Source: an optimization exercise on an open RTL-to-GDS flow (aim: small area, a short achievable clock period and few clock cycles). Production flows keep margins and buffers that such runs may drop.
Only simulation tests tie the RTL to the original design; equivalence was not proved.
Power is estimated from default activity; no workload was simulated.

==> flow/design.v <==
`default_nettype none
package ss_pkg;
	localparam int WAYS  = 3;   
	localparam int XLEN  = 16;
	localparam int PC_W  = 8;   
	localparam int REG_W = 3;
	localparam logic [3:0] OP_NOP  = 4'h0;
	localparam logic [3:0] OP_ADD  = 4'h1;
	localparam logic [3:0] OP_SUB  = 4'h2;
	localparam logic [3:0] OP_ADDI = 4'h3;
	localparam logic [3:0] OP_BNZ  = 4'h4;   
	localparam logic [3:0] OP_HALT = 4'h5;
endpackage
`default_nettype wire
`timescale 1ns/1ps
`default_nettype none
module reg_file (
	input  logic        clock,
	input  logic        reset,
	input  logic        wr_en,
	input  logic [2:0]  wr_rd,
	input  logic [15:0] wr_data,
	input  logic [2:0]  rs1,
	input  logic [2:0]  rs2,
	output logic [15:0] rd1,
	output logic [15:0] rd2,
	output logic [7:0]  nz
);
	logic [16*8-1:0] regs;
	assign regs[15:0] = '0;
	always_ff @(posedge clock) begin
		for (int r = 1; r < 8; r++) begin
			if (!reset)
				regs[16*r +: 16] <= '0;
			else if (wr_en && wr_rd == 3'(r))
				regs[16*r +: 16] <= wr_data;
		end
	end
	assign rd1 = regs[16*rs1 +: 16];
	assign rd2 = regs[16*rs2 +: 16];
	always_comb
		for (int r = 0; r < 8; r++)
			nz[r] = regs[16*r +: 16] != 16'd0;
endmodule
`default_nettype wire
`timescale 1ns/1ps
`default_nettype none
module fetch_unit (
	input  logic        clock,
	input  logic        reset,
	output logic [7:0]  imem_addr,
	input  logic [31:0] instr,       
	output logic [2:0]  rs1,         
	output logic [2:0]  rs2,
	input  logic [15:0] rd1,
	input  logic [15:0] rd2,
	input  logic [7:0]  reg_nz,      
	input  logic        x_wr,        
	input  logic [2:0]  x_rd,
	input  logic [15:0] x_sum,
	input  logic        x_zero,      
	input  logic        x_miss,      
	input  logic [7:0]  x_alt,       
	output logic [1:0]  d_valid,
	output logic [7:0]  d_pc,
	output logic [5:0]  d_rd,
	output logic        d_wr,
	output logic        d_alu,
	output logic        d_sub,
	output logic [1:0]  d_halt,
	output logic [15:0] d_a,
	output logic [15:0] d_b,
	output logic        d_pred       
);
	logic [7:0]  pc;
	logic        stopped;
	logic [5:0]  rd, rs1_w, rs2_w;
	logic [1:0]  is_alu, is_sub, is_addi, is_bnz, is_halt, wr, use1, use2;
	logic [31:0] imm;
	logic [15:0] target;
	logic [15:0] a, b;
	logic        fwd1, fwd2, pred;
	logic [1:0]  nz, taken, valid;
	assign imem_addr = pc;
	for (genvar w = 0; w < 2; w++) begin : g_dec
		decode_stage u_dec (
			.instr   (instr[16*w +: 16]),
			.rd      (rd[3*w +: 3]),
			.rs1     (rs1_w[3*w +: 3]),
			.rs2     (rs2_w[3*w +: 3]),
			.is_alu  (is_alu[w]),
			.is_sub  (is_sub[w]),
			.is_addi (is_addi[w]),
			.is_bnz  (is_bnz[w]),
			.is_halt (is_halt[w]),
			.wr      (wr[w]),
			.use1    (use1[w]),
			.use2    (use2[w]),
			.imm     (imm[16*w +: 16]),
			.target  (target[8*w +: 8])
		);
	end
	assign rs1  = rs1_w[2:0];
	assign rs2  = rs2_w[2:0];
	assign fwd1 = x_wr && x_rd == rs1;
	assign fwd2 = x_wr && x_rd == rs2;
	assign a    = fwd1 ? x_sum : rd1;
	assign b    = fwd2 ? x_sum : rd2;
	always_comb begin
		for (int w = 0; w < 2; w++)
			nz[w] = x_wr && x_rd == rs1_w[3*w +: 3] ? !x_zero : reg_nz[rs1_w[3*w +: 3]];
		pred     = is_bnz[1] && wr[0] && rd[2:0] == rs1_w[5:3];
		taken[0] = is_bnz[0] && nz[0];
		taken[1] = is_bnz[1] && (pred || nz[1]);
		valid[0] = !stopped;
		valid[1] = !stopped && !taken[0] && !is_halt[0] && !is_alu[1];
	end
	always_ff @(posedge clock) begin
		if (!reset) begin
			pc      <= '0;
			stopped <= 1'b0;
		end else if (x_miss) begin
			pc      <= x_alt;   
		end else if (!stopped) begin
			if (taken[0])
				pc <= target[7:0];
			else if (valid[1] && taken[1])
				pc <= target[15:8];
			else if (valid[1])
				pc <= pc + 8'd2;
			else
				pc <= pc + 8'd1;
			stopped <= is_halt[0] || (valid[1] && is_halt[1]);
		end
	end
	always_ff @(posedge clock) begin
		d_valid <= valid;
		d_pc    <= pc;
		d_rd    <= rd;
		d_wr    <= wr[0];
		d_alu   <= is_alu[0];
		d_sub   <= is_sub[0];
		d_halt  <= is_halt;
		d_a     <= is_sub[0] ? ~a : a;
		d_b     <= is_addi[0] ? imm[15:0] : b;
		d_pred  <= valid[1] && pred;
		if (!reset || x_miss) begin
			d_valid <= '0;
			d_pred  <= 1'b0;
		end
	end
endmodule
`default_nettype wire
`timescale 1ns/1ps
`default_nettype none
module decode_stage (
	input  logic [15:0] instr,
	output logic [2:0]  rd,
	output logic [2:0]  rs1,
	output logic [2:0]  rs2,
	output logic        is_alu,    
	output logic        is_sub,
	output logic        is_addi,
	output logic        is_bnz,
	output logic        is_halt,
	output logic        wr,        
	output logic        use1,      
	output logic        use2,      
	output logic [15:0] imm,       
	output logic [7:0]  target     
);
	logic [3:0] op;
	assign op      = instr[15:12];
	assign rd      = instr[11:9];
	assign rs1     = instr[8:6];
	assign rs2     = instr[5:3];
	assign is_alu  = op == ss_pkg::OP_ADD || op == ss_pkg::OP_SUB || op == ss_pkg::OP_ADDI;
	assign is_sub  = op == ss_pkg::OP_SUB;
	assign is_addi = op == ss_pkg::OP_ADDI;
	assign is_bnz  = op == ss_pkg::OP_BNZ;
	assign is_halt = op == ss_pkg::OP_HALT;
	assign wr      = is_alu && rd != 3'd0;
	assign use1    = (is_alu || is_bnz) && rs1 != 3'd0;
	assign use2    = (op == ss_pkg::OP_ADD || op == ss_pkg::OP_SUB) && rs2 != 3'd0;
	assign imm     = {{10{instr[5]}}, instr[5:0]};
	assign target  = {2'b00, instr[5:0]};
endmodule
`default_nettype wire
`timescale 1ns/1ps
`default_nettype none
module exec_stage (
	input  logic        d_sub,
	input  logic [15:0] d_a,
	input  logic [15:0] d_b,
	output logic [15:0] sum,
	output logic        zero
);
	ks_add16 u_add (
		.a   (d_a),
		.b   (d_b),
		.inv (d_sub),
		.s   (sum)
	);
	assign zero = (d_a ^ d_b) == (d_sub ? 16'hffff : {d_a[14:0] | d_b[14:0], 1'b0});
endmodule
module ks_add16 (
	input  logic [15:0] a,
	input  logic [15:0] b,
	input  logic        inv,
	output logic [15:0] s
);
	logic [15:0] p, g;
	logic [15:0] gl [5];
	logic [15:0] pl [5];
	always_comb begin
		p = a ^ b;
		g = a & b;
		gl[0] = g;
		pl[0] = p;
		for (int l = 0; l < 4; l++) begin
			for (int i = 0; i < 16; i++) begin
				if (i >= (1 << l)) begin
					gl[l+1][i] = gl[l][i] | (pl[l][i] & gl[l][i - (1 << l)]);
					pl[l+1][i] = pl[l][i] & pl[l][i - (1 << l)];
				end else begin
					gl[l+1][i] = gl[l][i];
					pl[l+1][i] = pl[l][i];
				end
			end
		end
		s = (p ^ {16{inv}}) ^ {gl[4][14:0], 1'b0};
	end
endmodule
`default_nettype wire
`timescale 1ns/1ps
`default_nettype none
module ss_pipeline (
	input  logic         clock,
	input  logic         reset,
	output logic [7:0]   imem_addr,
	input  logic [47:0]  imem_data,
	output logic [2:0]   commit_valid,
	output logic [23:0]  commit_pc,
	output logic [2:0]   commit_wr_en,
	output logic [8:0]   commit_rd,
	output logic [47:0]  commit_data,
	output logic [2:0]   commit_stop,
	output logic         halted
);
	logic [2:0]  rs1, rs2;
	logic [15:0] rd1, rd2;
	logic [7:0]  reg_nz;
	logic [1:0]  d_valid, d_halt;
	logic        d_wr, d_alu, d_sub, d_pred;
	logic [7:0]  d_pc;
	logic [5:0]  d_rd;
	logic [15:0] d_a, d_b;
	logic [15:0] sum;
	logic        zero;
	logic        x_wr, x_miss;
	logic [1:0]  c_valid, c_stop;
	logic        c_wr_en;
	logic [7:0]  c_pc;
	logic [5:0]  c_rd;
	logic [15:0] c_data;
	assign x_wr   = d_valid[0] && d_wr;
	assign x_miss = d_pred && zero;
	fetch_unit u_fetch (
		.clock     (clock),
		.reset     (reset),
		.imem_addr (imem_addr),
		.instr     (imem_data[31:0]),
		.rs1       (rs1),
		.rs2       (rs2),
		.rd1       (rd1),
		.rd2       (rd2),
		.reg_nz    (reg_nz),
		.x_wr      (x_wr),
		.x_rd      (d_rd[2:0]),
		.x_sum     (sum),
		.x_zero    (zero),
		.x_miss    (x_miss),
		.x_alt     (d_pc + 8'd2),
		.d_valid   (d_valid),
		.d_pc      (d_pc),
		.d_rd      (d_rd),
		.d_wr      (d_wr),
		.d_alu     (d_alu),
		.d_sub     (d_sub),
		.d_halt    (d_halt),
		.d_a       (d_a),
		.d_b       (d_b),
		.d_pred    (d_pred)
	);
	reg_file u_reg_file (
		.clock   (clock),
		.reset   (reset),
		.wr_en   (x_wr),
		.wr_rd   (d_rd[2:0]),
		.wr_data (sum),
		.rs1     (rs1),
		.rs2     (rs2),
		.rd1     (rd1),
		.rd2     (rd2),
		.nz      (reg_nz)
	);
	exec_stage u_exec (
		.d_sub (d_sub),
		.d_a   (d_a),
		.d_b   (d_b),
		.sum   (sum),
		.zero  (zero)
	);
	always_ff @(posedge clock) begin
		c_valid <= d_valid;
		c_pc    <= d_pc;
		c_wr_en <= d_alu;
		c_rd    <= d_rd;
		c_data  <= d_alu ? sum : 16'd0;
		c_stop  <= d_halt;
		if (!reset)
			c_valid <= '0;
	end
	assign commit_valid = {1'b0, c_valid};
	assign commit_pc    = {8'd0, c_pc + 8'd1, c_pc};
	assign commit_wr_en = {2'b00, c_wr_en};
	assign commit_rd    = {3'd0, c_rd};
	assign commit_data  = {32'd0, c_data};
	assign commit_stop  = {1'b0, c_stop};
	always_ff @(posedge clock) begin
		if (!reset)
			halted <= 1'b0;
		else if (|(c_valid & c_stop))
			halted <= 1'b1;   
	end
endmodule
`default_nettype wire
make LEC_CHECK=0 CAP_MARGIN=20 CORE_MARGIN=2 CORE_UTILIZATION=40 SETUP_SLACK_MARGIN=3 SLEW_MARGIN=20 finish   # period 6.0 ns
run.sh (not shown) runs the stock make flow with config.mk's settings and CLKGATE_MAP_FILE= SYNTH_SCRIPT=/design/flow/synth_recipe.tcl, a recipe that flattens the netlist after the stock synthesis.
Testbench counts at the start, summed over its fixed seeds: cycles 7,372.
==> next run, changes <==
--- a/flow/design.v
+++ b/flow/design.v
@@ -19,8 +19,9 @@
 	input  logic        reset,
 	input  logic        wr_en,
 	input  logic [2:0]  wr_rd,
 	input  logic [15:0] wr_data,
+	input  logic        wr_zero,
 	input  logic [2:0]  rs1,
 	input  logic [2:0]  rs2,
 	output logic [15:0] rd1,
 	output logic [15:0] rd2,
@@ -37,11 +38,17 @@
 		end
 	end
 	assign rd1 = regs[16*rs1 +: 16];
 	assign rd2 = regs[16*rs2 +: 16];
-	always_comb
-		for (int r = 0; r < 8; r++)
-			nz[r] = regs[16*r +: 16] != 16'd0;
+	assign nz[0] = 1'b0;
+	always_ff @(posedge clock) begin
+		for (int r = 1; r < 8; r++) begin
+			if (!reset)
+				nz[r] <= 1'b0;
+			else if (wr_en && wr_rd == 3'(r))
+				nz[r] <= !wr_zero;
+		end
+	end
 endmodule
 `default_nettype wire
 `timescale 1ns/1ps
 `default_nettype none
@@ -297,8 +304,9 @@
 		.reset   (reset),
 		.wr_en   (x_wr),
 		.wr_rd   (d_rd[2:0]),
 		.wr_data (sum),
+		.wr_zero (zero),
 		.rs1     (rs1),
 		.rs2     (rs2),
 		.rd1     (rd1),
 		.rd2     (rd2),
Via count went down by 3.0%.
Global-route usage went down by 2.8 points.
Sequential share of layout area went up by 0.91 points.
Setup slack gains 0.083 ns.
Flip-flop and latch count went up by 7.
Total power went up by 3.7%.
Design area hardly moves.
Die area went up by 2.4%.
First-iteration DRC count went up by 4.4%.
Testbench counts after the change, summed over its fixed seeds: cycles 7,372.

[afterwards: timing with drivers on the ports]
In the flow no input, the clock included, has a driving cell. The finished layouts below were timed again as built, in two steps. Step 1 assumes that a clkbuf_16 drives the clock port and a buf_2 every other input. Step 2 adds t to the input delays and takes it off the output delays; t is the mean of the earliest and latest rising clock arrival at the registers after step 1. Input paths then give back, and output paths get back, about the clock's delay inside the block. Three values: ideal, step 1, step 2; two values: the first two.
| run | t, ns | setup WS [ns] | hold slack, ns | worst setup path at the end | clock arrival spread, ns |
|---|---|---|---|---|---|
| the first run | 0.579 | 2.918 / 2.918 / 2.393 | 0.329 / 0.329 / 0.329 | input to register | 0.036 / 0.036 |
| the second run | 0.562 | 3.001 / 3.015 / 2.452 | 0.324 / 0.324 / 0.324 | input to register | 0.015 / 0.015 |
After both steps every run listed still meets setup and hold. The setup slack of the second run, which loses most, moves by +0.014 ns with the drivers and by -0.549 ns with both steps.
